Source: an optimization exercise on an open RTL-to-GDS flow (aim: small area, a short achievable clock period and few clock cycles per item). Production flows keep margins and buffers that such runs may drop. RTL that was checked went through simulation tests only; none was proved equivalent to the original. Power and IR drop assume default switching activity.

== red ==
==> flow/design.v <==
module rectangle_grid_test_pattern (
  input  logic        clk,
  input  logic        rst,
  input  logic        push,
  output logic        full,
  input  logic        restart,
  output logic        empty,
  input  logic        pop,
  output logic [10:0] pixel_x,
  output logic [10:0] pixel_y,
  output logic [23:0] pixel_color,
  output logic        write_enable,
  output logic        frame_end,
  input  logic        cfg_write,
  input  logic [2:0]  cfg_index,
  input  logic [23:0] cfg_data
);
  function automatic logic [10:0] inc11(input logic [10:0] a, input logic ci);
    inc11 = a + {10'd0, ci};
  endfunction
  function automatic logic [7:0] inc8(input logic [7:0] a, input logic ci);
    inc8 = a + {7'd0, ci};
  endfunction
  function automatic logic [3:0] inc4(input logic [3:0] a);
    logic c;
    c = 1'b1;
    for (int i = 0; i < 4; i++) begin
      inc4[i] = a[i] ^ c;
      c       = c & a[i];
    end
  endfunction
  function automatic logic [10:0] dec11(input logic [10:0] a);
    logic c;
    c = 1'b1;
    for (int i = 0; i < 11; i++) begin
      dec11[i] = a[i] ^ c;
      c        = c & ~a[i];
    end
  endfunction
  function automatic logic ge11(input logic [10:0] a, input logic [10:0] b);
    ge11 = (a >= b);
  endfunction
  function automatic logic ge8(input logic [7:0] a, input logic [7:0] b);
    ge8 = (a >= b);
  endfunction
  function automatic logic [7:0] add8(input logic [7:0] a, input logic [7:0] b);
    add8 = a + b;
  endfunction
  logic [1:0]  mode;
  logic [7:0]  count;
  logic [10:0] rw2, rh2, fw2, fh2;
  logic        rw1, rh1, fw1, fh1;
  logic        rwnz, rhnz;
  logic [23:0] first;
  logic [7:0]  step;
  wire [10:0] wd    = cfg_data[10:0];
  wire        wd_nz = |wd;
  wire        wd_1  = ~|wd[10:1];
  wire [10:0] wd_2  = wd - 11'd2;
  always_ff @(posedge clk) begin
    if (rst) begin
      mode  <= 2'd0;
      count <= 8'd1;
      rw2   <= 11'd0;
      rw1   <= 1'b1;
      rwnz  <= 1'b0;
      rh2   <= 11'd0;
      rh1   <= 1'b1;
      rhnz  <= 1'b0;
      first <= 24'd0;
      step  <= 8'd0;
      fw2   <= 11'd1022;
      fw1   <= 1'b0;
      fh2   <= 11'd766;
      fh1   <= 1'b0;
    end else if (cfg_write) begin
      case (cfg_index)
        3'd0: mode  <= cfg_data[1:0];
        3'd1: count <= cfg_data[7:0];
        3'd2: begin rw2 <= wd_2; rw1 <= wd_1; rwnz <= wd_nz; end
        3'd3: begin rh2 <= wd_2; rh1 <= wd_1; rhnz <= wd_nz; end
        3'd4: first <= cfg_data;
        3'd5: step  <= cfg_data[7:0];
        3'd6: begin fw2 <= wd_2; fw1 <= wd_1; end
        default: begin fh2 <= wd_2; fh1 <= wd_1; end
      endcase
    end
  end
  wire direct = mode[1] & ~mode[0];
  wire on_st  = (mode[1] ^ mode[0]) & rwnz & rhnz;
  wire [7:0] fr = first[23:16];
  wire [7:0] fg = first[15:8];
  wire [7:0] fb = first[7:0];
  logic [10:0] x, y, ox, oy;
  logic [7:0]  col, row;
  logic        lx, ly, wx, wy, we, fe;       
  logic [7:0]  R, G, B;                      
  logic [7:0]  GA;                           
  logic [7:0]  L;                            
  logic        empty_r, full_r, fresh, pend_v, pend_rs;
  localparam logic [2:0] S_IDLE = 3'd0, S_P1 = 3'd1, S_P2 = 3'd2, S_F1 = 3'd3,
                         S_F2 = 3'd4, S_FL = 3'd5;
  logic [2:0] st;
  logic [3:0] c;
  logic       busy;                              
  wire nb   = ~busy;
  wire take_in  = push & ~full_r;
  wire out_free = empty_r | pop;
  wire adv      = out_free & (pend_v | take_in);
  wire rs_eff   = pend_v ? pend_rs : restart;
  wire go_org   = adv & rs_eff;
  wire go       = (~fresh & ((adv & ~rs_eff) | cfg_write)) | busy;
  wire wr_col   = cfg_write & (cfg_index[2:1] != 2'b11);    
  wire wr_flag  = cfg_write & (cfg_index[2:1] == 2'b11);    
  wire csat   = &col;
  wire rsat   = &row;
  wire nl     = nb & lx;                         
  wire nf     = nl & ly;                         
  wire colinc = nb & ~lx & wx & ~csat;
  wire rowinc = nl & ~ly & wy & ~rsat;
  wire [10:0] x_n   = nl ? 11'd0 : inc11(x, nb);
  wire [10:0] ox_n  = (nb & (lx | wx)) ? 11'd0 : inc11(ox, nb);
  wire [7:0]  col_n = nl ? 8'd0 : inc8(col, colinc);
  wire [10:0] y_n   = nf ? 11'd0 : inc11(y, nl);
  wire [10:0] oy_n  = (nl & (ly | wy)) ? 11'd0 : inc11(oy, nl);
  wire [7:0]  row_n = nf ? 8'd0 : inc8(row, rowinc);
  wire [7:0] cm1    = count - 8'd1;
  wire       cnz    = (count != 8'd0);
  wire       col_lt = ~ge8(col, count);
  wire       row_lt = ~ge8(row, count);
  wire       row_lt_n = ly | (rowinc ? (row_lt & (row != cm1)) : row_lt);
  wire lx_n = busy ? (fw1 | ~ge11(fw2, x))  : (lx ? fw1 : (x == fw2));
  wire wx_n = busy ? (rw1 | ~ge11(rw2, ox)) : ((lx | wx) ? rw1 : (ox == rw2));
  wire ly_n = busy ? (fh1 | ~ge11(fh2, y))  : (lx ? (ly ? fh1 : (y == fh2)) : ly);
  wire wy_n = busy ? (rh1 | ~ge11(rh2, oy)) : (lx ? ((ly | wy) ? rh1 : (oy == rh2)) : wy);
  wire we_n = busy ? (on_st & col_lt & row_lt)
                   : (lx ? (on_st & cnz & row_lt_n) : (we & ~(colinc & (col == cm1))));
  wire lx_o = fw1;
  wire ly_o = fh1;
  wire wx_o = rw1;
  wire wy_o = rh1;
  wire we_o = on_st & cnz;
  wire p1   = (st == S_P1);
  wire p2   = (st == S_P2);
  wire f1   = (st == S_F1);
  wire f2   = (st == S_F2);
  wire dbl  = ~c[0];
  wire ad1  = p1 & c[0];
  wire ad2  = p2 & c[0];
  wire db1  = p1 & dbl;
  wire lph  = direct ? p1 : p2;                  
  logic col_k, row_k, cnt_k;
  wire [3:0] c_nx = inc4(c);
  wire [2:0] k_nx = ~c_nx[3:1];
  always_ff @(posedge clk) begin
    col_k <= col[k_nx];
    row_k <= row[k_nx];
    cnt_k <= count[k_nx];
  end
  wire [7:0] lstep = direct ? step : GA;
  wire sR_step  = colinc | (ad1 & col_k);
  wire sGA_step = (rowinc & direct) | (ad1 & (direct ? row_k : cnt_k));
  wire sL_step  = rowinc | (lph & c[0] & row_k);
  wire nfd      = nf & direct;
  wire [7:0] aR  = nl ? 8'd0 : R;
  wire [7:0] mR  = ({8{sR_step}} & step) | ({8{db1}} & R) | ({8{nl | f1}} & fr);
  wire [7:0] aGA = nfd ? 8'd0 : GA;
  wire [7:0] mGA = ({8{sGA_step}} & step) | ({8{db1}} & GA) | ({8{nfd | (f1 & direct)}} & fg);
  wire [7:0] aL  = nf ? 8'd0 : L;
  wire [7:0] mL  = ({8{sL_step}} & lstep) | ({8{lph & dbl}} & L) | ({8{nf | f1}} & fb);
  wire [7:0] aB  = nl ? (ly ? 8'd0 : L) : B;
  wire [7:0] mB  = ({8{sR_step}} & step) | ({8{db1}} & B) | ({8{nf}} & fb)
                 | ({8{rowinc}} & lstep) | ({8{f2}} & L);
  wire [7:0] sR  = add8(aR, mR);
  wire [7:0] sGA = add8(aGA, mGA);
  wire [7:0] sL  = add8(aL, mL);
  wire [7:0] sB  = add8(aB, mB);
  wire show   = nb | f2;                         
  wire mk_rg  = ~show | (we_n & direct);
  wire mk_b   = ~show | we_n;
  wire seq_end = (f2 | (st == S_FL));
  always_ff @(posedge clk) begin
    if (rst) begin
      x <= '0; y <= '0; ox <= '0; oy <= '0; col <= '0; row <= '0;
      lx <= 1'b0; ly <= 1'b0; wx <= 1'b1; wy <= 1'b1; we <= 1'b0; fe <= 1'b0;
      R <= '0; G <= '0; B <= '0; GA <= '0; L <= '0;
    end else if (go_org) begin
      x <= '0; y <= '0; ox <= '0; oy <= '0; col <= '0; row <= '0;
      lx <= lx_o; ly <= ly_o; wx <= wx_o; wy <= wy_o; we <= we_o; fe <= lx_o & ly_o;
      R  <= (we_o & direct) ? fr : 8'd0;
      G  <= (we_o & direct) ? fg : 8'd0;
      B  <= we_o ? fb : 8'd0;
      GA <= direct ? fg : GA;
      L  <= fb;
    end else if (go) begin
      x <= x_n; y <= y_n; ox <= ox_n; oy <= oy_n; col <= col_n; row <= row_n;
      lx <= lx_n; ly <= ly_n; wx <= wx_n; wy <= wy_n; we <= we_n; fe <= lx_n & ly_n;
      R  <= mk_rg ? sR : 8'd0;
      G  <= (we_n & direct) ? sGA : 8'd0;
      B  <= mk_b ? sB : 8'd0;
      GA <= sGA;
      L  <= sL;
    end
  end
  always_ff @(posedge clk) begin
    if (rst) begin
      empty_r <= 1'b1;
      fresh   <= 1'b1;
      pend_v  <= 1'b0;
      pend_rs <= 1'b0;
      full_r  <= 1'b0;
      st      <= S_IDLE;
      busy    <= 1'b0;
      c       <= 4'd0;
    end else begin
      if (adv)      empty_r <= 1'b0;
      else if (pop) empty_r <= 1'b1;
      if (cfg_write) fresh <= 1'b1;
      else if (adv)  fresh <= 1'b0;
      if (take_in & ~out_free) begin
        pend_v  <= 1'b1;
        pend_rs <= restart;
      end else if (out_free) begin
        pend_v  <= 1'b0;
      end
      if (wr_col) begin
        st   <= S_P1;
        busy <= 1'b1;
        c    <= 4'd0;
      end else if (wr_flag & (~busy | seq_end)) begin
        st   <= S_FL;
        busy <= 1'b1;
      end else begin
        if (seq_end) busy <= 1'b0;
        c <= c_nx;
        case (st)
          S_P1:    if (&c) st <= direct ? S_F1 : S_P2;
          S_P2:    if (&c) st <= S_F1;
          S_F1:    st <= S_F2;
          default: st <= S_IDLE;
        endcase
      end
      full_r <= (take_in & ~out_free) | (pend_v & ~out_free) | cfg_write
              | (busy & ~seq_end);
    end
  end
  assign full         = full_r;
  assign empty        = empty_r;
  assign pixel_x      = x;
  assign pixel_y      = y;
  assign pixel_color  = {R, G, B};
  assign write_enable = we;
  assign frame_end    = fe;
endmodule
make LEC_CHECK=0 ABC_CLOCK_PERIOD_IN_PS=2500 CAP_MARGIN=20 CORE_MARGIN=2 CORE_UTILIZATION=40 SETUP_SLACK_MARGIN=5 SLEW_MARGIN=20 finish   # period 8.5 ns
run.sh (not shown) runs the stock make flow with config.mk's settings and CLKGATE_MAP_FILE= SYNTH_SCRIPT=/design/flow/synth_recipe.tcl, a recipe that flattens the netlist after the stock synthesis.
Testbench counts of red, summed over its fixed seeds: cycles 19,984, items 19,200.
The inputs of green differ from those of red as listed below.
-- flow/design.v --
<<< red, line 145
  wire f1   = (st == S_F1);
  wire f2   = (st == S_F2);
  wire dbl  = ~c[0];
  wire ad1  = p1 & c[0];
>>> green, line 145
  wire f1   = (st == S_F1);
  wire f2   = (st == S_F2);
  wire [2:0] k = ~c[3:1];
  wire dbl  = ~c[0];
  wire ad1  = p1 & c[0];
<<< red, line 150
  wire db1  = p1 & dbl;
  wire lph  = direct ? p1 : p2;                  
  logic col_k, row_k, cnt_k;
  wire [3:0] c_nx = inc4(c);
  wire [2:0] k_nx = ~c_nx[3:1];
  always_ff @(posedge clk) begin
    col_k <= col[k_nx];
    row_k <= row[k_nx];
    cnt_k <= count[k_nx];
  end
  wire [7:0] lstep = direct ? step : GA;
  wire sR_step  = colinc | (ad1 & col_k);
>>> green, line 151
  wire db1  = p1 & dbl;
  wire lph  = direct ? p1 : p2;                  
  wire col_k = col[k];
  wire row_k = row[k];
  wire cnt_k = count[k];
  wire [7:0] lstep = direct ? step : GA;
  wire sR_step  = colinc | (ad1 & col_k);
<<< red, line 233
      end else begin
        if (seq_end) busy <= 1'b0;
        c <= c_nx;
        case (st)
          S_P1:    if (&c) st <= direct ? S_F1 : S_P2;
>>> green, line 229
      end else begin
        if (seq_end) busy <= 1'b0;
        c <= inc4(c);
        case (st)
          S_P1:    if (&c) st <= direct ? S_F1 : S_P2;
## What came out
green went all the way through the flow, and no timing, DRC or antenna check failed.
Sum of met3 wire segment lengths after detailed routing: green higher than red
green ended up with a higher instance count along the most critical hold path than red did.
From red to green the numbers moved as follows: biggest fanout along the worst timing path fell by 5, number of vias per cell after detailed routing rose by 1.6%, logic gate share of total power rose by 1.1 points, mapped cell area fell by 1.1%.
Leakage component of the power: higher on green
Looking only at routed wire length, and setting everything else aside, the lower value of green and red goes to red.
Design area was lower in the run labelled red.
Average wire length per cell after detail routing: green and red compared, higher one is green
green -> red: antenna violation net count after detailed routing delta 0, exact match
Wire length the detailed router placed on met1 was lower in the run labelled red.
For green, only the layout was checked, not whether the RTL still works.

separate check: timing with driven ports:
No port has a modelled driver above. Below, the same layouts with a new extraction and two added sets of constraints. Step 1 assumes that a clkbuf_16 drives the clock port and a buf_2 every other input. Step 2 moves the port delays by t, midway between the first and last clock arrival at a register: inputs arrive t later, outputs are due t later. That takes back most of the time a late clock gives input paths. a / b / c = no drivers / after step 1 / after step 2; a / b = the first two.
run | t, ns | slack for setup (ns) | worst setup path at the end | pins driven straight from the clock port
red | 0.583 | 4.947 / 4.947 / 4.514 | input to register | 1
green | 0.575 | 4.746 / 4.746 / 4.494 | input to register | 1
After both steps setup and hold are still met in every run listed. The setup slack of red, which loses most, moves by 0.000 ns with the drivers and by -0.433 ns with both steps.
